Source: an optimization exercise on an open RTL-to-GDS flow (aim: small area). Production flows keep margins and buffers that such runs may drop.
The RTL was checked by simulation tests, not by an equivalence proof against the original design.
The clock port is modelled as an ideal driver; clocking choices that lean on that would not hold on a real chip.
Power is estimated from default activity; no workload was simulated.

==> design.v <==
package zbt_pkg;
	typedef logic [19-1:0] zbt_addr_t;
	typedef logic [32-1:0] zbt_word_t;
	typedef struct packed {
		zbt_addr_t address;
		zbt_word_t write_data;
		logic      write_en;
	} zbt_req_t;
	typedef struct packed {
		zbt_addr_t address;
		logic      busy;
	} fs_read_req_t;
	typedef struct packed {
		zbt_addr_t address;
		zbt_word_t data;
		logic      strobe;
	} dec_write_t;
endpackage
package picture_pkg;
	typedef enum logic [1:0] {
		PIC_I = 2'd1,
		PIC_P = 2'd2,
		PIC_B = 2'd3
	} picture_type_t;
	typedef logic [11:0] image_dim_t;
endpackage
`timescale 1ns/100ps
module mb_write_addresser (
	input  logic                      internal_ZBT_clock,
	input  logic                      resetn,
	input  logic                      address_reset,
	input  picture_pkg::image_dim_t   image_horizontal,
	input  picture_pkg::picture_type_t picture_type,
	input  logic                      yuv_write_en,
	input  logic [7:0]                yuv_write_data,
	output zbt_pkg::dec_write_t       dec_write
);
	logic [1:0]  word_count;    
	logic [3:0]  slot_count;    
	logic [2:0]  block_count;
	logic [7:0]  mb_column;
	logic [15:0] pos;
	logic        pos_carry;
	logic        step2;         
	logic        step3;         
	logic [7:0]  byte_hh;
	logic [7:0]  byte_hl;
	logic [7:0]  byte_lh;
	logic [7:0]  n;
	logic        word_end;
	logic        row_end;
	logic        block_end;
	logic        luma;
	logic        last_column;
	logic [7:0]  mb_column_inc;
	assign n = image_horizontal[11:4];
	assign word_end = yuv_write_en && (word_count == 2'b11);
	assign row_end = yuv_write_en && !address_reset && (word_count == 2'b11) && slot_count[0];
	assign block_end = (slot_count == 4'hf);
	assign luma = !block_count[2];
	assign mb_column_inc = mb_column + 8'd1;
	assign last_column = (mb_column_inc == n);
	logic add_n, add_2n, sub_8n, sub_16n, add_mx, sub_mx, carry_in;
	logic next2;            
	logic next3;            
	logic row_was_last;     
	assign row_was_last = (mb_column == 8'd0);
	always_comb begin
		add_n = 1'b0;
		add_2n = 1'b0;
		sub_8n = 1'b0;
		sub_16n = 1'b0;
		add_mx = 1'b0;
		sub_mx = 1'b0;
		carry_in = 1'b0;
		next2 = 1'b0;
		next3 = 1'b0;
		if (step3) begin
			if (block_count[2]) begin
				add_mx = 1'b1;
			end else begin
				add_2n = 1'b1;
				carry_in = 1'b1;
			end
		end else if (step2) begin
			case (block_count)
				3'd1, 3'd3: add_n = 1'b1;
				3'd4: begin
					add_n = 1'b1;
					next3 = 1'b1;
				end
				3'd5: add_2n = 1'b1;
				default: begin
					carry_in = 1'b1;
					if (!row_was_last) begin
						sub_16n = 1'b1;
						next3 = 1'b1;
					end
				end
			endcase
		end else if (row_end) begin
			if (!block_end) begin
				add_n = luma;
				add_2n = !luma;
			end else begin
				case (block_count)
					3'd1: add_n = 1'b1;
					3'd0, 3'd2: begin
						sub_8n = 1'b1;
						carry_in = 1'b1;
						next2 = 1'b1;
					end
					3'd3: begin
						sub_16n = 1'b1;
						carry_in = 1'b1;
						next2 = 1'b1;
					end
					3'd4: begin
						sub_16n = 1'b1;
						carry_in = 1'b1;
						next2 = 1'b1;
					end
					default: begin
						carry_in = 1'b1;
						sub_mx = !last_column;
						next2 = 1'b1;
					end
				endcase
			end
		end
	end
	logic [15:0] op;
	assign op = ({16{add_n}} & {8'd0, n})
		| ({16{add_2n}} & {7'd0, n, 1'b0})
		| ({16{sub_8n}} & {5'h1f, ~n, 3'b111})
		| ({16{sub_16n}} & {4'hf, ~n, 4'hf})
		| ({16{add_mx}} & {8'd0, mb_column})
		| ({16{sub_mx}} & {8'hff, ~mb_column});
	logic [15:0] pos_sum;
	logic [15:0] pos_cin;
	logic [15:0] pos_cout;
	assign pos_cin = {pos_cout[14:8], pos_carry, pos_cout[6:0], carry_in};
	assign pos_sum = pos ^ op ^ pos_cin;
	assign pos_cout = (pos & op) | (pos_cin & (pos ^ op));
	always_ff @(posedge internal_ZBT_clock or negedge resetn) begin
		if (!resetn) begin
			word_count <= '0;
		end else if (address_reset) begin
			word_count <= '0;
		end else if (yuv_write_en) begin
			word_count <= word_count + 2'd1;
		end
	end
	always_ff @(posedge internal_ZBT_clock) begin
		if (address_reset) begin
			slot_count <= '0;
			block_count <= '0;
			mb_column <= '0;
			pos <= '0;
			pos_carry <= 1'b0;
			step2 <= 1'b0;
			step3 <= 1'b0;
		end else begin
			if (word_end)
				slot_count <= slot_count + 4'd1;
			if (word_end && block_end) begin
				if (block_count == 3'(6 - 1)) begin
					block_count <= '0;
					mb_column <= last_column ? 8'd0 : mb_column_inc;
				end else begin
					block_count <= block_count + 3'd1;
				end
			end
			pos <= pos_sum;
			pos_carry <= pos_cout[7];
			step2 <= next2;
			step3 <= next3;
		end
	end
	always_ff @(posedge internal_ZBT_clock) begin
		if (yuv_write_en) begin
			byte_hh <= byte_hl;
			byte_hl <= byte_lh;
			byte_lh <= yuv_write_data;
		end
	end
	assign dec_write.address = luma ? {1'b0, pos, block_count[0], slot_count[0]}
		: {1'b1, block_count[0], 1'b0, pos[15:1], slot_count[0]};
	assign dec_write.data = {byte_hh, byte_hl, byte_lh, yuv_write_data};
	assign dec_write.strobe = word_end && (picture_type != picture_pkg::PIC_B);
endmodule
`timescale 1ns/100ps
module frame_bank_sequencer (
	input  logic                       internal_ZBT_clock,
	input  logic                       resetn,
	input  logic                       picture_start,
	input  picture_pkg::picture_type_t picture_type,
	input  logic                       frame_advance,
	input  logic                       audio_sync_in,
	output logic                       prediction_select,
	output logic                       display_select,
	output logic                       display_advance,
	output logic                       audio_sync_out
);
	logic picture_start_d;
	logic frame_advance_d;
	logic hold_phase;        
	logic ref_seen;          
	logic ref_start;
	logic advance_edge;
	assign ref_start = picture_start && !picture_start_d
		&& (picture_type != picture_pkg::PIC_B);
	assign advance_edge = frame_advance && !frame_advance_d;
	always_ff @(posedge internal_ZBT_clock or negedge resetn) begin
		if (!resetn) begin
			picture_start_d <= 1'b0;
			frame_advance_d <= 1'b0;
			prediction_select <= 1'b0;
			ref_seen <= 1'b0;
			audio_sync_out <= 1'b0;
			hold_phase <= 1'b0;
			display_select <= 1'b0;
			display_advance <= 1'b0;
		end else begin
			picture_start_d <= picture_start;
			frame_advance_d <= frame_advance;
			if (ref_start) begin
				prediction_select <= !prediction_select;
				ref_seen <= 1'b1;
				audio_sync_out <= audio_sync_out || ref_seen;
			end
			display_advance <= advance_edge && !hold_phase && audio_sync_in;
			if (advance_edge) begin
				hold_phase <= !hold_phase;
				if (!hold_phase && audio_sync_in)
					display_select <= !display_select;
			end
		end
	end
endmodule
`timescale 1ns/100ps
module bank_port_router (
	input  zbt_pkg::dec_write_t   dec_write,
	input  logic                  prediction_select,
	input  zbt_pkg::zbt_req_t     video_stream,
	input  zbt_pkg::zbt_req_t     audio_stream,
	input  zbt_pkg::fs_read_req_t fs_fwd,
	input  zbt_pkg::fs_read_req_t fs_bwd,
	input  zbt_pkg::zbt_word_t    bank0_read_data,
	input  zbt_pkg::zbt_word_t    bank1_read_data,
	output zbt_pkg::zbt_req_t     bank0,
	output zbt_pkg::zbt_req_t     bank1,
	output logic                  video_stream_access,
	output logic                  audio_stream_access,
	output logic                  framestore_busy,
	output zbt_pkg::zbt_word_t    video_stream_read_data,
	output zbt_pkg::zbt_word_t    audio_stream_read_data,
	output zbt_pkg::zbt_word_t    fs_fwd_data,
	output zbt_pkg::zbt_word_t    fs_bwd_data
);
	logic strobe;
	logic psel;
	logic busy0;
	logic busy1;
	logic v0_sel, d0_sel, f0_sel, b0_sel;
	logic a1_sel, d1_sel, f1_sel, b1_sel;
	assign strobe = dec_write.strobe;
	assign psel = prediction_select;
	assign busy0 = psel ? fs_bwd.busy : fs_fwd.busy;
	assign busy1 = psel ? fs_fwd.busy : fs_bwd.busy;
	assign framestore_busy = strobe;
	assign video_stream_access = !(strobe || busy0);
	assign audio_stream_access = !(strobe || busy1);
	assign v0_sel = video_stream_access;
	assign d0_sel = strobe && psel;
	assign f0_sel = !video_stream_access && !d0_sel && !psel;
	assign b0_sel = !video_stream_access && !d0_sel && psel;
	assign a1_sel = audio_stream_access;
	assign d1_sel = strobe && !psel;
	assign f1_sel = !audio_stream_access && !d1_sel && psel;
	assign b1_sel = !audio_stream_access && !d1_sel && !psel;
	assign bank0.address = ({19{v0_sel}} & video_stream.address)
		| ({19{d0_sel}} & dec_write.address)
		| ({19{f0_sel}} & fs_fwd.address)
		| ({19{b0_sel}} & fs_bwd.address);
	assign bank1.address = ({19{a1_sel}} & audio_stream.address)
		| ({19{d1_sel}} & dec_write.address)
		| ({19{f1_sel}} & fs_fwd.address)
		| ({19{b1_sel}} & fs_bwd.address);
	assign bank0.write_en = v0_sel ? video_stream.write_en : d0_sel;
	assign bank1.write_en = a1_sel ? audio_stream.write_en : d1_sel;
	zbt_pkg::zbt_word_t dec_n;
	assign dec_n = ~({32{strobe}} & dec_write.data);
	assign bank0.write_data = ~(dec_n & ~({32{!strobe}} & video_stream.write_data));
	assign bank1.write_data = ~(dec_n & ~({32{!strobe}} & audio_stream.write_data));
	assign video_stream_read_data = bank0_read_data;
	assign audio_stream_read_data = bank1_read_data;
	assign fs_fwd_data = psel ? bank1_read_data : bank0_read_data;
	assign fs_bwd_data = psel ? bank0_read_data : bank1_read_data;
endmodule
`timescale 1ns/100ps
module framestore_manager (
	input  logic        internal_ZBT_clock,
	input  logic        resetn,
	input  logic        address_reset,
	input  logic [11:0] image_horizontal,
	input  logic [1:0]  picture_type,
	input  logic        yuv_write_en,
	input  logic [7:0]  yuv_write_data,
	input  logic        picture_start,
	input  logic        frame_advance,
	input  logic        audio_sync_in,
	output logic        display_select,
	output logic        display_advance,
	output logic        audio_sync_out,
	input  logic [51:0] video_stream,
	input  logic [51:0] audio_stream,
	input  logic [19:0] fs_fwd,
	input  logic [19:0] fs_bwd,
	input  logic [31:0] bank0_read_data,
	input  logic [31:0] bank1_read_data,
	output logic [51:0] bank0,
	output logic [51:0] bank1,
	output logic        video_stream_access,
	output logic        audio_stream_access,
	output logic        framestore_busy,
	output logic [31:0] video_stream_read_data,
	output logic [31:0] audio_stream_read_data,
	output logic [31:0] fs_fwd_data,
	output logic [31:0] fs_bwd_data
);
	zbt_pkg::zbt_req_t          video_stream_req;
	zbt_pkg::zbt_req_t          audio_stream_req;
	zbt_pkg::fs_read_req_t      fs_fwd_req;
	zbt_pkg::fs_read_req_t      fs_bwd_req;
	zbt_pkg::zbt_req_t          bank0_req;
	zbt_pkg::zbt_req_t          bank1_req;
	picture_pkg::picture_type_t picture_kind;
	assign video_stream_req = video_stream;
	assign audio_stream_req = audio_stream;
	assign fs_fwd_req = fs_fwd;
	assign fs_bwd_req = fs_bwd;
	assign picture_kind = picture_pkg::picture_type_t'(picture_type);
	assign bank0 = bank0_req;
	assign bank1 = bank1_req;
	zbt_pkg::dec_write_t dec_write;
	logic                prediction_select;
	mb_write_addresser mb_write_addresser_i (
		.internal_ZBT_clock (internal_ZBT_clock),
		.resetn             (resetn),
		.address_reset      (address_reset),
		.image_horizontal   (image_horizontal),
		.picture_type       (picture_kind),
		.yuv_write_en       (yuv_write_en),
		.yuv_write_data     (yuv_write_data),
		.dec_write          (dec_write)
	);
	frame_bank_sequencer frame_bank_sequencer_i (
		.internal_ZBT_clock (internal_ZBT_clock),
		.resetn             (resetn),
		.picture_start      (picture_start),
		.picture_type       (picture_kind),
		.frame_advance      (frame_advance),
		.audio_sync_in      (audio_sync_in),
		.prediction_select  (prediction_select),
		.display_select     (display_select),
		.display_advance    (display_advance),
		.audio_sync_out     (audio_sync_out)
	);
	bank_port_router bank_port_router_i (
		.dec_write              (dec_write),
		.prediction_select      (prediction_select),
		.video_stream           (video_stream_req),
		.audio_stream           (audio_stream_req),
		.fs_fwd                 (fs_fwd_req),
		.fs_bwd                 (fs_bwd_req),
		.bank0_read_data        (bank0_read_data),
		.bank1_read_data        (bank1_read_data),
		.bank0                  (bank0_req),
		.bank1                  (bank1_req),
		.video_stream_access    (video_stream_access),
		.audio_stream_access    (audio_stream_access),
		.framestore_busy        (framestore_busy),
		.video_stream_read_data (video_stream_read_data),
		.audio_stream_read_data (audio_stream_read_data),
		.fs_fwd_data            (fs_fwd_data),
		.fs_bwd_data            (fs_bwd_data)
	);
endmodule
==> flow/run.sh <==
#!/bin/bash
# Standard synthesis, then an area-oriented re-mapping of its
# combinational logic (every flip-flop, adder and tie cell of the
# standard synthesis is kept as it is, with its name, and the result is
# proven equivalent to the standard netlist, else that one is used),
# then the standard layout with the port buffers made of the smallest
# buffer and a clock tree of small buffers.
set -euo pipefail
PORTBUF="BUFFER_PORTS_ARGS=-buffer_cell sky130_fd_sc_hd__buf_1"
CTS="CTS_ARGS=-sink_clustering_enable -repair_clock_nets -dont_use_dummy_load -buf_list {sky130_fd_sc_hd__clkbuf_8} -sink_clustering_size 20"
RES=orfs/results/${FLOW_PLATFORM}/framestore_manager/base
LIB=${FLOW_HOME}/platforms/${FLOW_PLATFORM}/lib/sky130_fd_sc_hd__tt_025C_1v80.lib
YOSYS=$(command -v yosys || echo ${FLOW_HOME}/../tools/install/yosys/bin/yosys)
KEEP="sky130_fd_sc_hd__df* sky130_fd_sc_hd__edf* sky130_fd_sc_hd__sdf* sky130_fd_sc_hd__sedf* sky130_fd_sc_hd__fa_* sky130_fd_sc_hd__ha_* sky130_fd_sc_hd__conb_*"

bash standard.sh "$PORTBUF" synth > synth.log 2>&1

DONT_USE=$(sed -n '/^export DONT_USE_CELLS/,/^#/p' ${FLOW_HOME}/platforms/${FLOW_PLATFORM}/config.mk \
	| grep -o 'sky130_fd_sc_hd__[a-z0-9_]*' | sed 's/^/-dont_use /' | tr '\n' ' ')
cp $RES/1_2_yosys.v standard_synth.v
printf 'strash\ndc2\nif -K 6\nmfs2 -W 4\nstrash\ndc2\ndch\namap\n' > remap.abc
cat > remap.ys <<EOY
read_liberty -ignore_miss_func $LIB
read_verilog standard_synth.v
hierarchy -top ${FLOW_TOP}
setattr -mod -set keep_hierarchy 1 $KEEP
flatten
opt -purge
abc -liberty $LIB $DONT_USE -script remap.abc
opt_clean -purge
hilomap -singleton -hicell sky130_fd_sc_hd__conb_1 HI -locell sky130_fd_sc_hd__conb_1 LO
splitnets
opt_clean -purge
tee -o remap_stat.txt stat -liberty $LIB
select ${FLOW_TOP}
write_verilog -noattr -nohex -nodec -selected remapped.v
EOY
cat > equiv.ys <<EOY
read_liberty -ignore_miss_func $LIB
read_verilog standard_synth.v
hierarchy -top ${FLOW_TOP}
flatten
rename ${FLOW_TOP} gold
design -stash gold
read_liberty -ignore_miss_func $LIB
read_verilog remapped.v
hierarchy -top ${FLOW_TOP}
flatten
rename ${FLOW_TOP} gate
design -stash gate
design -copy-from gold gold
design -copy-from gate gate
async2sync
equiv_make gold gate equiv
hierarchy -top equiv
equiv_simple -undef
equiv_induct -undef
equiv_status -assert
EOY
if $YOSYS remap.ys > remap.log 2>&1 && $YOSYS equiv.ys > equiv.log 2>&1; then
	cp remapped.v $RES/1_2_yosys.v
else
	echo "re-mapping not used" >> remap.log
fi

PINS="PLACE_PINS_ARGS=-min_distance 1 -min_distance_in_tracks"
bash standard.sh "$PORTBUF" "$CTS" "$PINS" finish > standard_flow.log 2>&1
==> standard.sh <==
#!/bin/bash
# synth_recipe.tcl (not shown) runs the flow's synth.tcl, then flattens the netlist and writes it again
# the make line also repeats each setting of config.mk as NAME=value (left out here)
make -C /OpenROAD-flow-scripts/flow DESIGN_CONFIG=/design/flow/config.mk WORK_HOME=/design/flow/orfs CLKGATE_MAP_FILE= SYNTH_SCRIPT=/design/flow/synth_recipe.tcl "${@:-finish}"
==> config.mk <==
export PLATFORM = sky130hd
export DESIGN_NAME = framestore_manager
export DESIGN_NICKNAME = framestore_manager
export VERILOG_FILES = /design/flow/design.v
export SDC_FILE = /design/flow/constraint.sdc
export NUM_CORES = 4
export LEC_CHECK = 0
export CAP_MARGIN = 20
export CORE_MARGIN = 2
export CORE_UTILIZATION = 45
export SLEW_MARGIN = 20
==> constraint.sdc <==
create_clock -name core_clock -period 7.0 [get_ports {internal_ZBT_clock}]
set_input_delay 1.4000 -clock core_clock [delete_from_list [all_inputs] [get_ports {internal_ZBT_clock}]]
set_output_delay 1.4000 -clock core_clock [all_outputs]
set_load 0.01 [all_outputs]
==> results.toml, run 1 <==
[run_status]
outcome = "finished clean"

[clock_network]
ctsResizeCount = 0
h-tree-depth = 3
clk_latency_ns = 0.35
path_clk_slew_ns = 0.07
clockRootBuffer = "clkbuf_8"
cts_num_sinks = 68
cts_max_path_buffers = 2
post_cts_buffers = 0
cts_tree = "done"
cts_buffers = 9
cts_hold_buf = 0

[place]
dp_hpwl_um = 18780
place_inst = 1235
place_congestion = 1.199
io_buffers = 470

[timing]
finalSetupTns_ns = 0
fin_hold_ws_ns = 0.4710
period_needed_ns = 6.229
worst_pin_slew_ns = 1.094
drv_slew = 0
relSlewSlack_pct = 27.03
min_period_over_period_pct = 88.99
finClkSkew_ns = 0.03331
setup_viol = 0
hold_violations = 0
rsz0062_at_grt = "no"
fmax_mhz = 160.5

[drt]
drt-initial-drc-count = 931
via_count = 7527
drt_wl_total_um = 23320
drtAntennaViolNets = 0
drtPass1Iterations = 7
drc_errors = 0
wl_per_cell_um = 18.74
vias_per_cell = 6.051

[critical_path]
reg2reg_depth = 22
crit_arrival_ns = 6.47
cp.required_ns = 7.24
critical_path_class = "input pin to flip-flop"
worst_setup_path_end_kind = "flip-flop"
cp-start-kind = "input pin"
cp_max_fo = 7

[grt]
grt_antenna_before_repair = 0
grt.overflow.total = 0
grtUsageTotal_pct = 34.20
grt_max_degree = 70
grt_pass1_vias = 6362
grt_pass1_wl_um = 34470

[die]
num_io_pins = 475
rows = 39
coreArea_um2 = 11370
fp.dieH_um = 111.7
die_x_um = 111.7
floorplan.initialDensity_pct = 45.92
die-area_um2 = 12480

[layout]
antenna_cells = 0
multiInputGateArea_um2 = 3251
layout.nets = 1359
layout.cells.non_filler = 1244
syn_to_final_growth_pct = 41.91
fin_util_pct = 65.17
drive_above_1_share_pct = 2.452
regArea_um2 = 1653
nFillCells = 1088

[pwr]
p_leak_nw = 2.525
finalPower_mw = 1.331
peakVddDrop_uv = 247.2
power_density_nw_per_um2 = 179.7

[run]
maxCapViolations = 0

[synthesis]
synth_nets = 863
synthCells = 607
ys_warn_count = 2
mappedNetlistArea_um2 = 5221
syn_area_per_cell_um2 = 8.602

[min_path]
hold_path_depth = 1
min_path_type = "flip-flop to flip-flop"
==> routing by layer <==
| metal | GRT usage, % | share of wire, % | vias to the layer above |
|---|---|---|---|
| li1 | - | - | 3428 |
| met1 | 44.51 | 39 | 3375 |
| met2 | 53.01 | 44 | 591 |
| met3 | 10.62 | 13 | 133 |
| met4 | 14.16 | 4.0 | 0 |
| met5 | 0 | 0 | - |
==> worst max-delay path, stage by stage <==
cell	delay [ns]
buf_1	0.11
nand2_1	0.17
nor2_1	0.23
nand2_1	0.12
nor2_1	0.16
nand3_1	0.15
nor3_1	0.21
buf_4	0.16
clkinv_1	0.17
o22ai_1	0.18
a211oi_1	0.10
fa_1	0.46
fa_1	0.44
fa_1	0.44
fa_1	0.43
fa_1	0.41
clkinv_1	0.07
fa_1	0.16
clkinv_1	0.08
fa_1	0.41
a21oi_1	0.18
nor2_1	0.06
a211oi_1	0.16
==> cells in the final DEF, fill, tap and decap left out <==
cell and instances:
nor2_1 74, fa_1 15, o22ai_1 64, o22a_1 64, nor2b_1 4, clkbuf_8 9
dfrtp_1 9, o21ai_1 2, a221oi_1 7, ha_1 4, buf_4 15, a221o_1 33
clkinv_1 86, a31oi_1 2, buf_1 470, a21o_1 1, o21ai_0 19, dfxtp_1 34
nor3b_1 2, nand2_1 29, o41ai_1 1, and2_0 2, a2111oi_0 5, a21oi_1 18
inv_2 1, dfrtp_2 1, o32ai_1 1, a22oi_1 3, a22o_1 64, nand3_1 5
nor2_4 1, nand2b_1 1, nor4_1 2, nor3_1 11, o2111ai_1 2, o221ai_1 2
edfxtp_1 24, a211oi_1 12, o21bai_1 1, nand4_1 1
==> report_power, final <==
part           switching (mW)  internal, mW  total, mW  leakage [nW]
logic                   0.407         0.243      0.650          1.84
clock network           0.125         0.114      0.240        0.0647
registers              0.0125         0.429      0.442         0.624
==> registers in the layout, indices dropped and copies added, names as in the netlist, 2 cells and up <==
name and count:
mb_write_addresser_i.pos 16, mb_write_addresser_i.byte_hh 8, mb_write_addresser_i.byte_hl 8, mb_write_addresser_i.byte_lh 8
mb_write_addresser_i.mb_column 8, mb_write_addresser_i.slot_count 4, mb_write_addresser_i.block_count 3, mb_write_addresser_i.word_count 2
==> worst paths after layout <==
| path | from | end | slack, ns |
|---|---|---|---|
| setup reg to reg | mb_write_addresser_i.mb_column[0] | mb_write_addresser_i.pos[7] | 1.08 |
| hold / removal | mb_write_addresser_i.slot_count[3] | mb_write_addresser_i.slot_count[3] | 0.47 |
| min in group asynchronous | resetn | frame_bank_sequencer_i.frame_advance_d | 0.99 |
| setup / recovery | yuv_write_en | mb_write_addresser_i.pos[15] | 0.77 |
| max in group asynchronous | resetn | frame_bank_sequencer_i.prediction_select | 5.63 |
| hold reg to reg | mb_write_addresser_i.slot_count[3] | mb_write_addresser_i.slot_count[3] | 0.47 |
==> per-stage QoR <==
stage,worst slack (ns),area [um^2]
detailed placement,0.4774,7286
floorplan,0.5428,5229
finish,0.7706,7410
global placement,0.5667,7286
global route,0.3688,7410
CTS,0.7731,7410
==> area by class of cell <==
type	count	area share, %
Tap cell	143	2.415
Multi-Input combinational cell	452	43.87
Timing Repair Buffer	485	25.33
Clock buffer	9	1.672
Inverter	87	4.407
Sequential cell	68	22.31
==> inputs of run 2 (changes only) <==
--- a/flow/run.sh
+++ b/flow/run.sh
@@ -65,3 +65,7 @@
 
 PINS="PLACE_PINS_ARGS=-min_distance 1 -min_distance_in_tracks"
-bash standard.sh "$PORTBUF" "$CTS" "$PINS" finish > standard_flow.log 2>&1
+# Layout repairs may only use buffers up to buf_4
+PLATFORM_DONT_USE=$(sed -n '/^export DONT_USE_CELLS/,/^#/p' ${FLOW_HOME}/platforms/${FLOW_PLATFORM}/config.mk \
+	| grep -o 'sky130_fd_sc_hd__[a-z0-9_]*' | tr '\n' ' ')
+BIGBUF="DONT_USE_CELLS=$PLATFORM_DONT_USE sky130_fd_sc_hd__buf_6 sky130_fd_sc_hd__buf_8 sky130_fd_sc_hd__buf_12 sky130_fd_sc_hd__buf_16 sky130_fd_sc_hd__bufbuf_8 sky130_fd_sc_hd__bufbuf_16 sky130_fd_sc_hd__bufinv_8 sky130_fd_sc_hd__bufinv_16"
+bash standard.sh "$PORTBUF" "$CTS" "$PINS" "$BIGBUF" finish > standard_flow.log 2>&1
--- a/config.mk
+++ b/config.mk
@@ -8,4 +8,5 @@
 export CAP_MARGIN = 20
 export CORE_MARGIN = 2
-export CORE_UTILIZATION = 45
+export CORE_UTILIZATION = 55
+export GPL_TIMING_DRIVEN = 0
 export SLEW_MARGIN = 20
==> run 2 against run 1 <==
  * Count of clock-buffer cells in the layout did not move
  * Total power fell by 0.40%
  * Sequential share of layout area rose by 0.11 points
  * Die area fell by 18%
  * Cell count fell by 1.8%
  * Highest routed layer unchanged
==> results.toml, run 2 <==
[run_status]
outcome = "finished clean"

[critical_path]
cp.required_ns = 7.21
critical_path_class = "input pin to flip-flop"
crit-reg2reg-launch = "mb_write_addresser_i.block_count[2]"
worst_setup_path_end_kind = "flip-flop"
r2r-end = "mb_write_addresser_i.pos[7]"
crit_buf_inv = 5
reg2reg_depth = 20
crit_top_cell = "fa_1"
max_stage_delay_ns = 0.48
reg2reg_slack_ns = 0.52
cp_max_fo = 30
crit_chain = "buf_4 > nand2_2 > nor2_1 > nand2_1 > nor2_1 > nand3_1 > o22ai_2 > nor2_1 > clkinv_1 > a2111oi_0 > fa_1 > fa_1 > fa_1 > fa_1 > fa_1 > clkinv_1 > fa_1 > clkinv_1 > fa_1 > clkinv_1 > fa_1 > nor2b_1"
crit_arrival_ns = 6.74
path_delay_family = "adder cells"
cp-start-kind = "input pin"
cpMaxStageDelayCell = "fa_1"

[grt]
grt_max_degree = 66
busiest_layer = "met2"
grt_antenna_before_repair = 0
grt_pass1_wl_um = 31950
grt.met2_usage_pct = 61.69
grtUsageTotal_pct = 40.08
grt_use_met3_pct = 15.18
use_met1_pct = 46.60
grt.overflow.total = 0
grt_pass1_vias = 6223

[die]
rows = 35
die_x_um = 101.4
fp.dieH_um = 101.4
num_io_pins = 475
floorplan.initialDensity_pct = 56.51
die-area_um2 = 10290
coreArea_um2 = 9240

[min_path]
hold_path_depth = 2
hold_start = "mb_write_addresser_i.slot_count[1]"
min_path_type = "flip-flop to flip-flop"
hold_end = "mb_write_addresser_i.slot_count[1]"

[synthesis]
synth_nets = 863
mappedNetlistArea_um2 = 5221
syn_area_per_cell_um2 = 8.602
synthCells = 607
ys_warn_count = 2

[timing]
setup_viol = 0
drv_slew = 0
period_needed_ns = 6.529
worst_pin_slew_ns = 0.9398
layout_setup_ws_ns = 0.4708
fmax_mhz = 153.2
relSlewSlack_pct = 36.69
rsz0062_at_grt = "no"
hold_violations = 0
min_period_over_period_pct = 93.27
finClkSkew_ns = 0.01515

[place]
placedInstanceArea_um2 = 7217
dp_hpwl_um = 17430
place_congestion = 1.103
pre_cts_ws_ns = -0.7467
io_buffers = 470

[clock_network]
cts_max_path_buffers = 2
clk_latency_ns = 0.34
post_cts_buffers = 0
cts_num_sinks = 68
clockRootBuffer = "clkbuf_8"
h-tree-depth = 3
cts_buffers = 9
cts_tree = "done"
path_clk_slew_ns = 0.06

[drt]
drt-initial-drc-count = 514
via_count = 7602
drc_errors = 0
drtAntennaViolNets = 0
drt_wl_total_um = 22270
drtPass1Iterations = 6
wl_per_cell_um = 18.24
vias_per_cell = 6.226

[layout]
final_cell_mix = "buf_1 (468), clkinv_1 (84), nor2_1 (72), a22o_1 (64), o22a_1 (64)"
syn_to_final_growth_pct = 41.22
top_register = "mb_write_addresser_i.pos"
antenna_cells = 0
layout.nets = 1350
layout_commonest_cell = "buf_1"
largest_reg_flops = 16
final_area_um2 = 7373
drive_above_1_share_pct = 2.747

[pwr]
p_clk_share_pct = 18.5
p_sw_uw = 540.6
p_leak_nw = 2.501
sw_frac_of_total_pct = 40.77
power_density_nw_per_um2 = 179.8
p_comb_share_pct = 47.3
power_frac_seq_pct = 34.2
p_int_uw = 785.3
peakVddDrop_uv = 151.6

[run]
maxCapViolations = 0
run 2: stage by stage:
stage | std cells | power, mW | hold WS (ns) | util [%] | TNS [ns]
global placement | 1206 | 1.058 | 0.4566 | 77.43 | -142.79
global route | 1221 | 1.387 | 0.4952 | 79.80 | 0
floorplan | 607 | 0.7962 | 0.4325 | - | 0
CTS | 1221 | 1.309 | 0.4696 | 79.59 | 0
finish | 1221 | 1.326 | 0.4704 | 79.80 | 0
detailed placement | 1212 | 1.069 | 0.4596 | 78.10 | -1.897
run 2: worst max-delay path by stage:
stage | startpoint | to | slack [ns] | cells after the start
floorplan | yuv_write_en | mb_write_addresser_i.pos[7] | 0.54 | 19
global placement | yuv_write_en | bank0[49] | -1.97 | 11
detailed placement | yuv_write_en | mb_write_addresser_i.pos[7] | -0.75 | 20
CTS | yuv_write_en | mb_write_addresser_i.pos[7] | 0.19 | 20
global route | yuv_write_en | mb_write_addresser_i.pos[7] | 0.02 | 20
finish | yuv_write_en | mb_write_addresser_i.pos[7] | 0.47 | 22
run 2: cell type report:
cell class / instances / area [um^2]
clock buffer: 9 / 123.9
timing repair buffer: 476 / 1814
fill: 751 / 1867
inverter: 87 / 332.8
tap: 129 / 161.4
multi-input combinational: 452 / 3288
sequential: 68 / 1653
run 2: metal layers:
layer	share of wire [%]	wire (um)
met4	8.4	1871
met1	35	7898
met5	0	0
met2	45	9994
met3	11	2507
run 2: tightest hold or removal path: stages, from the launching register on:
cell,delay (ns)
dfxtp_1,0.32
clkinv_1,0.06
a211oi_1,0.05
run 2: what timing repair did:
item                                    CTS  global route
endpoints found under the setup margin    2             3
gates resized for setup                   3             6
hold buffers                              0             0
gates cloned                              0             0
pin swaps                                 0             1
run 2: power groups by stage:
stage / Sequential [mW] / Clock [mW] / Combinational [mW]
2_1_floorplan: 0.464 / 0 / 0.332
3_3_place_gp: 0.472 / 0 / 0.586
3_5_place_dp: 0.461 / 0 / 0.608
4_1_cts: 0.453 / 0.246 / 0.611
5_1_grt: 0.456 / 0.262 / 0.669
6_report: 0.453 / 0.245 / 0.628
==> inputs of run 3 (changes only) <==
--- a/config.mk
+++ b/config.mk
@@ -8,5 +8,5 @@
 export CAP_MARGIN = 20
 export CORE_MARGIN = 2
-export CORE_UTILIZATION = 55
+export CORE_UTILIZATION = 45
 export GPL_TIMING_DRIVEN = 0
 export SLEW_MARGIN = 20
==> run 3 against run 2 <==
  * Sequential power barely moved
  * Global-route usage down 5.6 points
  * Register-to-register slack about the same
  * Combinational power increased by 3%
  * Cell count grew 1.3%
  * Maximum frequency increased by 0.12%
  * Clock skew is 0.013 ns higher
  * Hold slack improved by 0.0013 ns
  * Flip-flop and latch count unchanged
  * Highest routed layer is now met5
  * Critical path type unchanged
  * Critical endpoint unchanged
==> results.toml, run 3 <==
[run_status]
outcome = "finished clean"

[min_path]
min_path_type = "flip-flop to flip-flop"
hold_path_depth = 2
hold_start = "mb_write_addresser_i.slot_count[1]"

[layout]
final_area_um2 = 7401
top_register = "mb_write_addresser_i.pos"
layout_commonest_cell = "buf_1"
fin_util_pct = 65.09
drive_above_1_share_pct = 2.653
layout.cells.non_filler = 1237
layout.nets = 1351
largest_reg_flops = 16
syn_to_final_growth_pct = 41.74
final_cell_mix = "buf_1 (469), clkinv_1 (84), nor2_1 (72), a22o_1 (64), o22a_1 (64)"

[place]
place_inst = 1226
place_congestion = 1.138
io_buffers = 470
pre_cts_ws_ns = -0.9300
dp_hpwl_um = 18940
placedInstanceArea_um2 = 7234

[clock_network]
clk_latency_ns = 0.36
clockRootBuffer = "clkbuf_8"
cts_max_path_buffers = 2
cts_buffers = 9
cts_tree = "done"
cts_num_sinks = 68
h-tree-depth = 3
path_clk_slew_ns = 0.07

[critical_path]
cp_max_fo = 30
cpMaxStageDelayCell = "fa_1"
critical_path_class = "input pin to flip-flop"
crit_chain = "clkbuf_8 > nand2_1 > nor2_1 > nand2_1 > nor2_1 > nand3_1 > o22ai_2 > nor2_1 > clkinv_1 > a2111oi_0 > fa_1 > fa_1 > fa_1 > fa_1 > fa_1 > clkinv_1 > fa_1 > clkinv_1 > fa_1 > clkinv_1 > fa_1 > nor2b_1"
path_delay_family = "adder cells"
crit_top_cell = "fa_1"
crit-reg2reg-launch = "mb_write_addresser_i.block_count[2]"
crit_arrival_ns = 6.74
startpoint = "yuv_write_en"
cp-start-kind = "input pin"
crit_buf_inv = 5
max_stage_delay_ns = 0.48
path_depth = 22
worst_setup_path_end_kind = "flip-flop"
reg2reg_depth = 20
cp.required_ns = 7.22

[timing]
finalSetupTns_ns = 0
finClkSkew_ns = 0.02787
hold_violations = 0
min_period_over_period_pct = 93.16
rsz0062_at_grt = "no"
fmax_mhz = 153.3
setup_viol = 0
fin_hold_ws_ns = 0.4717
drv_slew = 0
layout_setup_ws_ns = 0.4787
relSlewSlack_pct = 36.28
period_needed_ns = 6.521
worst_pin_slew_ns = 0.9548

[synthesis]
syn_area_per_cell_um2 = 8.602
synth_nets = 863
synthCells = 607
mappedNetlistArea_um2 = 5221
ys_warn_count = 2

[die]
die-area_um2 = 12480
num_io_pins = 475
die_x_um = 111.7
rows = 39
fp.dieH_um = 111.7
floorplan.initialDensity_pct = 45.92
coreArea_um2 = 11370

[pwr]
p_leak_nw = 2.504
peakVddDrop_uv = 158.8
power_density_nw_per_um2 = 181.1
finalPower_mw = 1.340

[drt]
drtPass1Iterations = 9
drt_wl_total_um = 23640
via_count = 7581
drtAntennaViolNets = 0
drt-initial-drc-count = 854
wl_per_cell_um = 19.11
drc_errors = 0
vias_per_cell = 6.129

[run]
maxCapViolations = 0

[grt]
grt_max_degree = 63
grt_pass1_wl_um = 34570
grt_pass1_vias = 6370
grt_antenna_before_repair = 1
grt.overflow.total = 0
grtUsageTotal_pct = 34.52
[run 3: cell count changes in the layout (fill, tap and decap cells not counted)]
cell | before | now
buf_1 | 468 | 469
buf_4 | 7 | 6
clkbuf_8 | 9 | 10
diode_2 | 0 | 1
nand2_1 | 28 | 29
nand2_2 | 1 | 0
[run 3: tightest hold or removal path, cell delays in order (launching register included)]
cell and delay, ns:
dfxtp_1 0.32, clkinv_1 0.06, a211oi_1 0.05
[run 3: layout make-up]
type,count,area [um^2]
Inverter,87,332.8
Fill cell,1078,3969
Timing Repair Buffer,477,1824
Sequential cell,68,1653
Clock buffer,9,123.9
Multi-Input combinational cell,452,3286
Tap cell,143,178.9
Antenna cell,1,2.502
[run 3: metal layers]
layer	wire length (um)	up-vias	part of all wire [%]	global-route usage, %
met5	13	-	0.055	0
met4	1216	2	5.1	17.78
met3	2919	157	12	12.14
met2	10410	591	44	52.53
met1	9083	3414	38	43.39
li1	-	3417	-	-
[run 3: path summary, 6_finish.rpt]
check / to / slack, ns
worst max-delay path: mb_write_addresser_i.pos[7] / 0.48
worst min-delay path: mb_write_addresser_i.slot_count[1] / 0.47
worst max register to register: mb_write_addresser_i.pos[7] / 0.51
worst min register to register: mb_write_addresser_i.slot_count[1] / 0.47
max in group asynchronous: frame_bank_sequencer_i.prediction_select / 5.67
min in group asynchronous: frame_bank_sequencer_i.frame_advance_d / 0.97
[run 3: timing repair]
item / in CTS / in global routing
endpoints found under the hold margin: 0 / 0
setup buffers: 0 / 1
gates resized for setup: 2 / 7
setup endpoints to repair: 4 / 3
hold buffers: 0 / 0
pin swaps: 0 / 1
[run 3: power breakdown]
part / switching [mW] / internal (mW)
registers: 0.0212 / 0.429
logic: 0.404 / 0.242
clock network: 0.130 / 0.114
total: 0.555 / 0.786
==> inputs of run 4 (changes only) <==
--- a/config.mk
+++ b/config.mk
@@ -9,4 +9,3 @@
 export CORE_MARGIN = 2
 export CORE_UTILIZATION = 45
-export GPL_TIMING_DRIVEN = 0
 export SLEW_MARGIN = 20
==> run 4 against run 3 <==
  * Synthesized cell count unchanged
  * Total power rose by 0.10%
  * Combinational power shrank 2%
  * Cell area shrank 0.56%
  * Via count up 1.8%
  * Flip-flop and latch count stayed put
==> results.toml, run 4 <==
[clock_network]
cts_max_path_buffers = 2
post_cts_buffers = 0
cts_num_sinks = 68
clockRootBuffer = "clkbuf_8"
cts_hold_buf = 0
cts_buffers = 9
path_clk_slew_ns = 0.06
cts_tree = "done"
clk_latency_ns = 0.34
ctsResizeCount = 0
h-tree-depth = 3

[pwr]
power_density_nw_per_um2 = 182.3
finalPower_mw = 1.342
p_leak_nw = 2.477
peakVddDrop_uv = 140.6

[place]
place_inst = 1234
dp_hpwl_um = 20040
io_buffers = 470
place_congestion = 1.049

[layout]
top_register = "mb_write_addresser_i.pos"
layout.cells.non_filler = 1244
largest_reg_flops = 16
final_cell_mix = "buf_1 (481), clkinv_1 (86), nor2_1 (74)"
layout.nets = 1358
drive_above_1_share_pct = 1.364
layout_commonest_cell = "buf_1"
syn_to_final_growth_pct = 40.95
fin_util_pct = 64.73

[timing]
period_needed_ns = 6.519
min_period_over_period_pct = 93.13
drv_slew = 0
worst_pin_slew_ns = 1.060
rsz0062_at_grt = "no"
fin_hold_ws_ns = 0.4778
setup_viol = 0
hold_violations = 0
fmax_mhz = 153.4
finClkSkew_ns = 0.009934
relSlewSlack_pct = 29.30
finalSetupTns_ns = 0

[critical_path]
cp.required_ns = 7.25
cp-start-kind = "input pin"
crit_chain = "buf_1 > nand2_1 > nor2_1 > nand2_1 > nor2_1 > nand3_1 > nor3_1 > clkinv_1 > o22ai_1 > a211oi_1 > fa_1 > fa_1 > fa_1 > fa_1 > fa_1 > clkinv_1 > fa_1 > clkinv_1 > fa_1 > a21oi_1 > nor2_1 > a211oi_1"
cpMaxStageDelayCell = "fa_1"
crit_top_cell = "fa_1"
crit_arrival_ns = 6.77
max_stage_delay_ns = 0.47
critical_path_class = "input pin to flip-flop"
worst_setup_path_end_kind = "flip-flop"
path_delay_family = "adder cells"
cp_max_fo = 7
crit_buf_inv = 4

[drt]
dr_wl_met3_um = 2903
drt_wl_total_um = 24920
drt-initial-drc-count = 964
via_count = 7714
vias_per_cell = 6.201
highest_layer = "met4"
drtAntennaViolNets = 0
drc_errors = 0
wl_met2_um = 11150
wl_per_cell_um = 20.03
m1WireLength_um = 9198
drtPass1Iterations = 7

[synthesis]
synth_nets = 863
mappedNetlistArea_um2 = 5221
syn_area_per_cell_um2 = 8.602
synthCells = 607
ys_warn_count = 2

[grt]
grtUsageTotal_pct = 37.14
grt_antenna_before_repair = 0
grt_pass1_vias = 6606
grt.overflow.total = 0
grt_max_degree = 70
grt_pass1_wl_um = 36350

[min_path]
min_path_type = "flip-flop to flip-flop"

[die]
die-area_um2 = 12480
floorplan.initialDensity_pct = 45.92
rows = 39
num_io_pins = 475
coreArea_um2 = 11370
fp.dieH_um = 111.7
die_x_um = 111.7

[run]
maxCapViolations = 0

[run_status]
outcome = "finished clean"
-- run 4: layout make-up --
type | count | area [um^2]
antenna | 1 | 2.502
clock buffer | 9 | 123.9
fill | 1077 | 4010
inverter | 87 | 327.8
multi-input combinational | 452 | 3251
sequential | 68 | 1653
tap | 143 | 178.9
timing repair buffer | 484 | 1823
-- run 4: worst paths after layout --
| kind | to | start | slack, ns | cells after the start |
|---|---|---|---|---|
| max in group asynchronous | frame_bank_sequencer_i.prediction_select | resetn | 5.64 | 1 |
| min in group asynchronous | frame_bank_sequencer_i.hold_phase | resetn | 1.00 | 1 |
| min | mb_write_addresser_i.slot_count[2] | mb_write_addresser_i.slot_count[2] | 0.48 | 2 |
| max reg2reg | mb_write_addresser_i.pos[15] | mb_write_addresser_i.mb_column[0] | 0.91 | 23 |
| max | mb_write_addresser_i.pos[15] | yuv_write_en | 0.48 | 22 |
| min reg2reg | mb_write_addresser_i.slot_count[2] | mb_write_addresser_i.slot_count[2] | 0.48 | 2 |
-- run 4: routing by layer --
metal	global-route usage [%]	vias up
met5	0	-
met4	23.95	0
met3	12.08	172
met2	57.82	647
met1	44.18	3471
li1	-	3424
-- run 4: report_power, final --
part	internal, mW	switching [mW]
sequential	0.429	0.0332
clock	0.114	0.130
combinational	0.238	0.397
-- run 4: stage by stage --
step / cell area, um^2 / setup slack (ns)
global placement: 7232 / 0.3224
detailed placement: 7232 / 0.2160
finish: 7360 / 0.4806
floorplan: 5229 / 0.5428
global route: 7357 / 0.01332
CTS: 7356 / 0.5258
-- run 4: worst reg2reg max path, cell delays in order, from the launching register on --
cell,delay [ns]
dfxtp_1,0.36
clkinv_1,0.19
nor3_1,0.36
nand2_1,0.20
nor3_1,0.32
nor2_1,0.09
a21oi_1,0.16
nor4_1,0.08
nor3b_1,0.18
nor3_1,0.19
buf_1,0.35
a211oi_1,0.15
fa_1,0.47
fa_1,0.43
fa_1,0.45
fa_1,0.45
fa_1,0.42
clkinv_1,0.07
fa_1,0.17
clkinv_1,0.08
fa_1,0.42
a21oi_1,0.19
nor2_1,0.06
a211oi_1,0.17
==> inputs of run 5 (changes only) <==
--- a/flow/run.sh
+++ b/flow/run.sh
@@ -8,5 +8,5 @@
 set -euo pipefail
 PORTBUF="BUFFER_PORTS_ARGS=-buffer_cell sky130_fd_sc_hd__buf_1"
-CTS="CTS_ARGS=-sink_clustering_enable -repair_clock_nets -dont_use_dummy_load -buf_list {sky130_fd_sc_hd__clkbuf_8} -sink_clustering_size 20"
+CTS="CTS_ARGS=-sink_clustering_enable -repair_clock_nets -dont_use_dummy_load -buf_list {sky130_fd_sc_hd__clkbuf_4} -sink_clustering_size 20"
 RES=orfs/results/${FLOW_PLATFORM}/framestore_manager/base
 LIB=${FLOW_HOME}/platforms/${FLOW_PLATFORM}/lib/sky130_fd_sc_hd__tt_025C_1v80.lib
==> run 5 against run 4 <==
  * Still clean
  * Clock skew rose by 0.0053 ns
  * Global-route usage is 0.15 points lower
  * Die area did not move
  * Non-clock buffer count stayed put
  * Total power shrank 4.6%
  * Synthesized area is the same
  * Utilization shrank 0.50 points
  * Flip-flop and latch count unchanged
  * Worst setup slack improved by 0.042 ns
  * Combinational power barely moved
  * Largest cell class unchanged
  * Largest power group unchanged
  * Highest routed layer unchanged
==> results.toml, run 5 <==
[clock_network]
cts_max_path_buffers = 2
ctsResizeCount = 0
h-tree-depth = 3
cts_buffers = 9
clockRootBuffer = "clkbuf_4"
path_clk_slew_ns = 0.09
clk_latency_ns = 0.42
cts_tree = "done"
cts_num_sinks = 68
cts_hold_buf = 0
post_cts_buffers = 0

[grt]
grt_antenna_before_repair = 0
grt_pass1_vias = 6581
grt_pass1_wl_um = 36230
grt.overflow.total = 0
grt_max_degree = 70
grtUsageTotal_pct = 36.99

[timing]
rsz0062_at_grt = "no"
period_needed_ns = 6.477
relSlewSlack_pct = 27.84
setup_viol = 0
min_period_over_period_pct = 92.54
finalSetupTns_ns = 0
worst_pin_slew_ns = 1.082
drv_slew = 0
fmax_mhz = 154.4
hold_violations = 0
finClkSkew_ns = 0.01526

[critical_path]
cpMaxStageDelayCell = "fa_1"
worst_setup_path_end_kind = "flip-flop"
reg2reg_depth = 23
path_depth = 22
path_delay_family = "adder cells"
crit_chain = "buf_1 > nand2_1 > nor2_1 > nand2_1 > nor2_1 > nand3_1 > nor3_1 > clkinv_1 > o22ai_1 > a211oi_1 > fa_1 > fa_1 > fa_1 > fa_1 > fa_1 > clkinv_1 > fa_1 > clkinv_1 > fa_1 > a21oi_1 > nor2_1 > a211oi_1"
cp-start-kind = "input pin"
crit_top_cell = "fa_1"
max_stage_delay_ns = 0.46
crit_buf_inv = 4
cp.required_ns = 7.32
crit_arrival_ns = 6.80
critical_path_class = "input pin to flip-flop"
cp_max_fo = 7

[synthesis]
syn_area_per_cell_um2 = 8.602
ys_warn_count = 2
synthCells = 607
mappedNetlistArea_um2 = 5221
synth_nets = 863

[drt]
drt-initial-drc-count = 916
drc_errors = 0
vias_per_cell = 6.211
drtAntennaViolNets = 0
drt_wl_total_um = 24950
via_count = 7727
drtPass1Iterations = 9
wl_per_cell_um = 20.06

[layout]
largest_reg_flops = 16
final_cell_mix = "buf_1 (481), clkinv_1 (86), nor2_1 (74)"
nFillCells = 1089
fin_util_pct = 64.23
top_register = "mb_write_addresser_i.pos"
final_area_um2 = 7303
syn_to_final_growth_pct = 39.88
drive_above_1_share_pct = 1.364
layout_commonest_cell = "buf_1"
layout.nets = 1358

[run_status]
outcome = "finished clean"

[die]
rows = 39
die-area_um2 = 12480
num_io_pins = 475
coreArea_um2 = 11370
die_x_um = 111.7
floorplan.initialDensity_pct = 45.92
fp.dieH_um = 111.7

[pwr]
p_leak_nw = 2.454
peakVddDrop_uv = 139.8
power_density_nw_per_um2 = 175.2

[run]
maxCapViolations = 0

[place]
place_congestion = 1.049
placedInstanceArea_um2 = 7232
dp_hpwl_um = 20040
io_buffers = 470

[min_path]
hold_path_depth = 2
min_path_type = "flip-flop to flip-flop"
[run 5: cell type report]
cell class / instances / area, um^2 / share of cell area (%)
Antenna cell: 1 / 2.502 / 0.03426
Clock buffer: 9 / 67.56 / 0.9251
Inverter: 87 / 327.8 / 4.489
Multi-Input combinational cell: 452 / 3251 / 44.51
Sequential cell: 68 / 1653 / 22.63
Tap cell: 143 / 178.9 / 2.450
Timing Repair Buffer: 484 / 1823 / 24.96
[run 5: where the power goes]
part	internal, mW	total (mW)	switching [mW]
Combinational	0.238	0.634	0.396
Sequential	0.428	0.461	0.0331
Clock	0.0596	0.184	0.124
[run 5: worst paths after layout]
path | from | endpoint | slack, ns
worst max-delay path | yuv_write_en | mb_write_addresser_i.pos[15] | 0.52
worst min-delay path | mb_write_addresser_i.slot_count[2] | mb_write_addresser_i.slot_count[2] | 0.48
worst max register to register | mb_write_addresser_i.mb_column[0] | mb_write_addresser_i.pos[15] | 0.91
worst min register to register | mb_write_addresser_i.slot_count[2] | mb_write_addresser_i.slot_count[2] | 0.48
max in group asynchronous | resetn | frame_bank_sequencer_i.prediction_select | 5.72
min in group asynchronous | resetn | frame_bank_sequencer_i.frame_advance_d | 0.91
[run 5: layer usage]
metal | part of all wire, % | global-route usage (%)
met1 | 36 | 44.25
met2 | 44 | 57.09
met3 | 12 | 12.52
met4 | 7.1 | 23.54
met5 | 0 | 0
[run 5: through the flow]
step	power, mW	std cells	worst slack [ns]	hold slack, ns
finish	1.280	1244	0.5225	0.4775
global route	1.336	1243	0.1001	0.5096
CTS	1.264	1243	0.6147	0.4776
detailed placement	1.082	1234	0.2160	0.4628
global placement	1.079	1234	0.3224	0.4565
floorplan	0.7962	607	0.5428	0.4325
[run 5: worst min-delay path, cell delays in order, from the launching register on]
cell and delay, ns:
dfxtp_1 0.32, clkinv_1 0.06, a21oi_1 0.06
==> inputs of run 6 (changes only) <==
--- a/design.v
+++ b/design.v
@@ -60,5 +60,5 @@
 	assign luma = !block_count[2];
 	assign mb_column_inc = mb_column + 8'd1;
-	assign last_column = (mb_column_inc == n);
+	assign last_column = (mb_column == n - 8'd1);
 	logic add_n, add_2n, sub_8n, sub_16n, add_mx, sub_mx, carry_in;
 	logic next2;            
==> run 6 against run 5 <==
  * Clock skew up 0.024 ns
  * Sequential share of layout area about the same
  * Combinational power down 3.5%
  * Routed wire length down 8.5%
  * Largest power group unchanged
==> results.toml, run 6 <==
[run_status]
outcome = "finished clean"

[timing]
finalSetupTns_ns = 0
fmax_mhz = 151.6
min_period_over_period_pct = 94.21
drv_slew = 0
rsz0062_at_grt = "no"
hold_violations = 0
relSlewSlack_pct = 30.65
finClkSkew_ns = 0.03895
fin_hold_ws_ns = 0.4591
period_needed_ns = 6.595
setup_viol = 0
worst_pin_slew_ns = 1.040

[run]
maxCapViolations = 0

[clock_network]
clockRootBuffer = "clkbuf_4"
cts_max_path_buffers = 2
clk_latency_ns = 0.39
cts_num_sinks = 68
post_cts_buffers = 0
path_clk_slew_ns = 0.09
h-tree-depth = 3
cts_tree = "done"
cts_buffers = 9

[drt]
drtAntennaViolNets = 0
drt-initial-drc-count = 897
wl_per_cell_um = 18.38
vias_per_cell = 5.969
drc_errors = 0
via_count = 7414
drt_wl_total_um = 22830
drtPass1Iterations = 8

[critical_path]
cp_max_fo = 3
cp-start-kind = "input pin"
crit_arrival_ns = 6.83
crit_top_cell = "fa_1"
max_stage_delay_ns = 0.46
startpoint = "image_horizontal[4]"
cp.required_ns = 7.24
cpMaxStageDelayCell = "fa_1"
reg2reg_depth = 19
crit-reg2reg-launch = "mb_write_addresser_i.block_count[2]"
critical_path_class = "input pin to flip-flop"
r2r-end = "mb_write_addresser_i.pos[7]"
worst_setup_path_end_kind = "flip-flop"
reg2reg_slack_ns = 1.13

[grt]
grt_antenna_before_repair = 1
grt_max_degree = 72
grtUsageTotal_pct = 34.19
grt_pass1_wl_um = 34210
grt_pass1_vias = 6412
grt.overflow.total = 0

[layout]
largest_reg_flops = 16
drive_above_1_share_pct = 1.913
layout_commonest_cell = "buf_1"
nFillCells = 1087
top_register = "mb_write_addresser_i.pos"
syn_to_final_growth_pct = 41.80
final_cell_mix = "buf_1 (489), clkinv_1 (72), nor2_1 (67), o22a_1 (65), a22o_1 (64)"
layout.nets = 1357
final_area_um2 = 7317

[synthesis]
synth_nets = 852
ys_warn_count = 2
synthCells = 595
syn_area_per_cell_um2 = 8.672
mappedNetlistArea_um2 = 5160

[pwr]
p_leak_nw = 2.372
power_density_nw_per_um2 = 171.3
finalPower_mw = 1.254
peakVddDrop_uv = 101.2

[place]
dp_hpwl_um = 18180
place_congestion = 1.024
placedInstanceArea_um2 = 7213
io_buffers = 470

[min_path]
min_path_type = "flip-flop to flip-flop"
hold_start = "frame_bank_sequencer_i.audio_sync_out"
hold_path_depth = 1
hold_end = "frame_bank_sequencer_i.audio_sync_out"

[die]
coreArea_um2 = 11320
num_io_pins = 475
rows = 39
floorplan.initialDensity_pct = 45.58
fp.dieH_um = 111.1
die-area_um2 = 12340
die_x_um = 111.1
run 6: worst max-delay path by stage:
| stage | end | slack [ns] | cells past startpoint |
|---|---|---|---|
| 6_report | mb_write_addresser_i.pos[15] | 0.40 | 30 |
| 5_1_grt | mb_write_addresser_i.pos[15] | 0.01 | 30 |
| 4_1_cts | mb_write_addresser_i.pos[15] | 0.40 | 30 |
| 3_5_place_dp | mb_write_addresser_i.pos[15] | 0.02 | 30 |
| 3_3_place_gp | mb_write_addresser_i.pos[15] | 0.09 | 30 |
| 2_1_floorplan | mb_write_addresser_i.pos[7] | 0.23 | 25 |
run 6: metrics by stage:
stage          instances  worst slack [ns]  util (%)
2_1_floorplan        595            0.2323         -
3_3_place_gp        1231           0.08717     63.72
3_5_place_dp        1231           0.02480     63.72
4_1_cts             1240            0.4027     64.31
5_1_grt             1242           0.01007     64.63
6_report            1242            0.4050     64.63
run 6: timing repair:
| item | 4_1_cts | 5_1_grt |
|---|---|---|
| hold buffers | 0 | 0 |
| resized for setup | 0 | 1 |
| endpoints found under the setup margin | 0 | 2 |
run 6: routing by layer:
layer	part of all wire (%)	vias to the layer above	GRT usage, %	wire [um]
li1	-	3425	-	-
met1	37	3320	39.85	8458
met2	47	554	57.96	10760
met3	9.5	115	7.818	2172
met4	6.3	0	19.42	1436
met5	0	-	0	0
run 6: layout make-up:
type                    count  area (um^2)  area share, %
diodes                      1        2.502        0.03420
clock buffers               9        67.56         0.9234
inverters                  74        277.8          3.796
multi-input cells         453         3254          44.48
flip-flops and latches     68         1655          22.62
well taps                 143        178.9          2.445
repair buffers            494         1881          25.70
run 6: power by group:
group	switching (mW)	internal, mW	leakage [nW]	total (mW)
logic	0.374	0.238	1.71	0.612
registers	0.0394	0.429	0.624	0.469
clock network	0.114	0.0598	0.0414	0.173
run 6: worst max-delay path, delay by kind of cell:
kind / cells / cell delay [ns]
AOI/OAI and AO/OA: 8 / 0.88
buffers and inverters: 8 / 0.78
adders and majority gates: 8 / 2.93
and+or+nand+nor: 6 / 0.84
==> inputs of run 7 (changes only) <==
==> flow/run.sh (replaced) <==
#!/bin/bash
# Standard synthesis, then an area-oriented re-mapping of its
# combinational logic: every flip-flop, adder and tie cell of the
# standard synthesis is kept as it is, with its name; a few ABC scripts
# are tried and the smallest result that is proven equivalent to the
# standard netlist is used (else the standard netlist itself). Then the
# standard layout, with the port buffers made of the smallest buffer, a
# clock tree of small buffers without dummy loads (a buffer whose
# flip-flops see a slow clock edge made one size stronger), denser pins, and
# layout repairs limited to buffers up to buf_4.
set -euo pipefail
PORTBUF="BUFFER_PORTS_ARGS=-buffer_cell sky130_fd_sc_hd__buf_1"
CTS="CTS_ARGS=-sink_clustering_enable -repair_clock_nets -dont_use_dummy_load -buf_list {sky130_fd_sc_hd__clkbuf_4} -sink_clustering_size 20"
PINS="PLACE_PINS_ARGS=-min_distance 1 -min_distance_in_tracks"
# A clock tree buffer whose flip-flops see a slow clock edge is upsized
POSTCTS="POST_CTS_TCL=$(pwd)/flow/post_cts.tcl"
RES=orfs/results/${FLOW_PLATFORM}/framestore_manager/base
LIB=${FLOW_HOME}/platforms/${FLOW_PLATFORM}/lib/sky130_fd_sc_hd__tt_025C_1v80.lib
YOSYS=$(command -v yosys || echo ${FLOW_HOME}/../tools/install/yosys/bin/yosys)
KEEP="sky130_fd_sc_hd__df* sky130_fd_sc_hd__edf* sky130_fd_sc_hd__sdf* sky130_fd_sc_hd__sedf* sky130_fd_sc_hd__fa_* sky130_fd_sc_hd__ha_* sky130_fd_sc_hd__conb_*"
PLATFORM_DONT_USE=$(sed -n '/^export DONT_USE_CELLS/,/^#/p' ${FLOW_HOME}/platforms/${FLOW_PLATFORM}/config.mk \
	| grep -o 'sky130_fd_sc_hd__[a-z0-9_]*' | tr '\n' ' ')
BIGBUF="DONT_USE_CELLS=$PLATFORM_DONT_USE sky130_fd_sc_hd__buf_6 sky130_fd_sc_hd__buf_8 sky130_fd_sc_hd__buf_12 sky130_fd_sc_hd__buf_16 sky130_fd_sc_hd__bufbuf_8 sky130_fd_sc_hd__bufbuf_16 sky130_fd_sc_hd__bufinv_8 sky130_fd_sc_hd__bufinv_16"

bash standard.sh "$PORTBUF" synth > synth.log 2>&1

DONT_USE=$(echo $PLATFORM_DONT_USE | tr ' ' '\n' | sed 's/^/-dont_use /' | tr '\n' ' ')
cp $RES/1_2_yosys.v standard_synth.v

SCRIPTS=(
	"strash;dc2;if -K 6;mfs2 -W 4;strash;dc2;dch;amap;strash;dch;amap"
	"strash;dc2;if -K 6;mfs2 -W 4;strash;dc2;dch;amap"
	"strash;dc2;if -K 5;mfs2 -W 4;strash;dc2;dch;amap"
	"strash;dc2;if -K 6;mfs2 -W 4;if -K 6;mfs2 -W 4;strash;dc2;dch;amap"
	"strash;dc2;dch;amap"
)
: > remap_areas.txt
for i in "${!SCRIPTS[@]}"; do
	echo "${SCRIPTS[$i]}" | tr ';' '\n' > remap_$i.abc
	cat > remap_$i.ys <<EOY
read_liberty -ignore_miss_func $LIB
read_verilog standard_synth.v
hierarchy -top ${FLOW_TOP}
setattr -mod -set keep_hierarchy 1 $KEEP
flatten
opt -purge
abc -liberty $LIB $DONT_USE -script remap_$i.abc
opt_clean -purge
hilomap -singleton -hicell sky130_fd_sc_hd__conb_1 HI -locell sky130_fd_sc_hd__conb_1 LO
splitnets
opt_clean -purge
tee -o remap_${i}_stat.txt stat -liberty $LIB
select ${FLOW_TOP}
write_verilog -noattr -nohex -nodec -selected remapped_$i.v
EOY
	if $YOSYS remap_$i.ys > remap_$i.log 2>&1; then
		a=$(grep "Chip area for top module" remap_${i}_stat.txt | awk '{print $NF}')
		echo "$a $i" >> remap_areas.txt
	fi
done

used=none
for i in $(sort -n remap_areas.txt | awk '{print $2}'); do
	cat > equiv_$i.ys <<EOY
read_liberty -ignore_miss_func $LIB
read_verilog standard_synth.v
hierarchy -top ${FLOW_TOP}
flatten
rename ${FLOW_TOP} gold
design -stash gold
read_liberty -ignore_miss_func $LIB
read_verilog remapped_$i.v
hierarchy -top ${FLOW_TOP}
flatten
rename ${FLOW_TOP} gate
design -stash gate
design -copy-from gold gold
design -copy-from gate gate
async2sync
equiv_make gold gate equiv
hierarchy -top equiv
equiv_simple -undef
equiv_induct -undef
equiv_status -assert
EOY
	if $YOSYS equiv_$i.ys > equiv_$i.log 2>&1; then
		cp remapped_$i.v $RES/1_2_yosys.v
		used=$i
		break
	fi
done
echo "re-mapping used: $used" >> remap_areas.txt

bash standard.sh "$PORTBUF" "$CTS" "$PINS" "$BIGBUF" "$POSTCTS" finish > standard_flow.log 2>&1
==> flow/post_cts.tcl (new file) <==
# After clock tree synthesis: a clock buffer of the tree whose flip-flop
# clock pins see a slow edge is made one size stronger
estimate_parasitics -placement
set upsized 0
foreach inst [get_cells -quiet clkbuf_*] {
  if { [get_property $inst ref_name] ne "sky130_fd_sc_hd__clkbuf_4" } {
    continue
  }
  set worst 0.0
  foreach pin [get_pins -of_objects [get_nets -of_objects [get_pins [get_full_name $inst]/X]]] {
    if { [get_property $pin direction] ne "input" } {
      continue
    }
    set s [get_property $pin slew_max]
    if { $s > $worst } {
      set worst $s
    }
  }
  if { $worst > 0.105 } {
    replace_cell $inst sky130_fd_sc_hd__clkbuf_8
    incr upsized
  }
}
puts "post_cts: upsized $upsized clock buffers"
if { $upsized > 0 } {
  detailed_placement
  check_placement -verbose
  estimate_parasitics -placement
}
--- a/config.mk
+++ b/config.mk
@@ -9,3 +9,4 @@
 export CORE_MARGIN = 2
 export CORE_UTILIZATION = 45
+export PLACE_DENSITY = 0.9
 export SLEW_MARGIN = 20
==> run 7 against run 6 <==
  * Still clean
  * First-iteration DRC count increased by 54%
  * Routed wire length up 8.1%
  * Flip-flop and latch count unchanged
  * Critical path depth is 5 lower
  * Combinational power grew 5.1%
  * Cell area down 0.46%
  * Non-clock buffer count fell by 1
  * Cell count shrank 0.97%
  * Synthesized area is 0.46% lower
  * Sequential power is 3% lower
  * Sequential share of layout area increased by 0.071 points
  * Worst setup slack better by 0.095 ns
  * Critical path type unchanged
  * Largest power group unchanged
==> results.toml, run 7 <==
[pwr]
power_density_nw_per_um2 = 177.7
p_sw_uw = 557.1
sw_frac_of_total_pct = 43.04
peakVddDrop_uv = 80.60
power_frac_seq_pct = 35.2
p_comb_share_pct = 49.7
p_int_uw = 737.2
finalPower_mw = 1.294
p_leak_nw = 2.377
p_clk_share_pct = 15.1

[layout]
largest_reg_flops = 16
top_register = "mb_write_addresser_i.pos"
fin_util_pct = 64.61
layout.nets = 1345
final_cell_mix = "buf_1 (488), nor2_1 (71), o22a_1 (65), a22o_1 (65), clkinv_1 (64)"
drive_above_1_share_pct = 1.934
layout.cells.non_filler = 1230
layout_commonest_cell = "buf_1"
syn_to_final_growth_pct = 41.80

[critical_path]
critical_path_class = "input pin to flip-flop"
crit_top_cell = "fa_1"
r2r-end = "mb_write_addresser_i.pos[15]"
cp_max_fo = 10
reg2reg_slack_ns = 1.31
max_stage_delay_ns = 0.47
crit-reg2reg-launch = "mb_write_addresser_i.word_count[0]"
cpMaxStageDelayCell = "fa_1"
startpoint = "image_horizontal[5]"
cp.required_ns = 7.33
cp-endpoint = "mb_write_addresser_i.pos[15]"
reg2reg_depth = 21
worst_setup_path_end_kind = "flip-flop"
crit_arrival_ns = 6.83
cp-start-kind = "input pin"

[clock_network]
clk_latency_ns = 0.41
cts_tree = "done"
cts_num_sinks = 68
path_clk_slew_ns = 0.09

[drt]
drc_errors = 0
wl_per_cell_um = 20.06
drtAntennaViolNets = 0
drt_wl_total_um = 24670
drtPass1Iterations = 7
drt-initial-drc-count = 1384
vias_per_cell = 6.264
via_count = 7705

[timing]
finClkSkew_ns = 0.02525
hold_violations = 0
fmax_mhz = 153.9
relSlewSlack_pct = 18.08
drv_slew = 0
min_period_over_period_pct = 92.85
fin_hold_ws_ns = 0.4764
setup_viol = 0
period_needed_ns = 6.500
finalSetupTns_ns = 0
rsz0062_at_grt = "no"
worst_pin_slew_ns = 1.229

[die]
coreArea_um2 = 11270
num_io_pins = 475
rows = 39
die_x_um = 110.8
floorplan.initialDensity_pct = 45.57
fp.dieH_um = 110.8
die-area_um2 = 12280

[place]
place_inst = 1220
place_congestion = 1.113
io_buffers = 470
dp_hpwl_um = 19870

[synthesis]
ys_warn_count = 2
syn_area_per_cell_um2 = 8.795
synthCells = 584
synth_nets = 841
mappedNetlistArea_um2 = 5136

[grt]
grt_antenna_before_repair = 1
grt_pass1_wl_um = 36410
grt_max_degree = 72
grtUsageTotal_pct = 37.34
grt.overflow.total = 0
grt_pass1_vias = 6780

[run]
maxCapViolations = 0

[min_path]
min_path_type = "flip-flop to flip-flop"

[run_status]
outcome = "finished clean"
## run 7: worst min-delay path by stage
stage | from | endpoint | slack (ns) | depth (start not counted)
2_1_floorplan | mb_write_addresser_i.slot_count[1] | mb_write_addresser_i.slot_count[1] | 0.43 | 2
3_3_place_gp | frame_bank_sequencer_i.audio_sync_out | frame_bank_sequencer_i.audio_sync_out | 0.44 | 1
3_5_place_dp | mb_write_addresser_i.slot_count[1] | mb_write_addresser_i.slot_count[1] | 0.46 | 2
5_1_grt | mb_write_addresser_i.slot_count[1] | mb_write_addresser_i.slot_count[1] | 0.50 | 2
6_report | mb_write_addresser_i.slot_count[1] | mb_write_addresser_i.slot_count[1] | 0.48 | 2
## run 7: stage by stage
stage | instance area, um^2 | setup WS (ns)
after floorplan | 5150 | 0.1639
after global placement | 7192 | 0.1298
after detailed placement | 7197 | -0.01078
after global routing | 7283 | 0.04331
final | 7283 | 0.5004
## run 7: layout make-up
| cell class | instances | area, um^2 |
|---|---|---|
| inverters | 66 | 249.0 |
| well taps | 143 | 178.9 |
| fillers | 1049 | 3989 |
| flip-flops and latches | 68 | 1653 |
| repair buffers | 493 | 1857 |
| multi-input cells | 450 | 3263 |
| diodes | 1 | 2.502 |
| clock buffers | 9 | 80.08 |
## run 7: per-layer routing
layer  up-vias  global-route usage (%)  wire (um)
met5         -                       0          0
met4         0                   26.25       1945
met3       191                   12.74       3366
met2       704                   54.03      10370
met1      3411                   46.53       8994
li1       3399                       -          -
## run 7: critical path: cells and delay by family
family | cells | cell delay (ns)
AOI/OAI and AO/OA | 7 | 1.26
adders and majority gates | 8 | 2.99
buffers and inverters | 6 | 0.73
and+or+nand+nor | 4 | 0.46
## run 7: power by group through the flow
stage | sequential [mW] | combinational, mW | clock [mW]
global route | 0.459 | 0.677 | 0.212
detailed placement | 0.464 | 0.620 | 0
floorplan | 0.464 | 0.329 | 0
global placement | 0.463 | 0.615 | 0
finish | 0.456 | 0.643 | 0.196

-- re-timing with driven ports --
The flow's constraints put no driver on any port. The routed layouts listed below were extracted and timed again, unchanged, in two steps. Step 1, drivers: a clkbuf_16 drives internal_ZBT_clock and a buf_2 each remaining input, both assumed. Step 2 also shifts input and output timing later by t, the mid clock arrival at the registers, as if the neighbouring blocks saw the same clock. Slacks: no drivers / after step 1 / after step 2; pairs: no drivers / after step 1.
| run | t (ns) | setup slack, ns | worst setup path after step 2 | clock arrival spread, ns | worst data-port slew with drivers (ns) |
|---|---|---|---|---|---|
| run 1 | 0.365 | 0.771 / 0.713 / 0.348 | input to register | 0.033 / 0.034 | 0.09 |
| run 2 | 0.378 | 0.471 / 0.480 / 0.103 | input to register | 0.027 / 0.027 | 0.10 |
| run 3 | 0.380 | 0.479 / 0.459 / 0.079 | input to register | 0.028 / 0.028 | 0.08 |
| run 4 | 0.376 | 0.481 / 0.405 / 0.029 | input to register | 0.011 / 0.010 | 0.11 |
| run 5 | 0.451 | 0.523 / 0.452 / 0.001 | input to register | 0.016 / 0.016 | 0.12 |
| run 6 | 0.409 | 0.405 / 0.415 / 0.006 | input to register | 0.055 / 0.054 | 0.08 |
| run 7 | 0.432 | 0.500 / 0.511 / 0.079 | input to register | 0.027 / 0.027 | 0.08 |
After both steps every run listed still meets setup and hold. The setup slack of run 5, which loses most, moves by -0.071 ns with the drivers and by -0.522 ns with both steps.
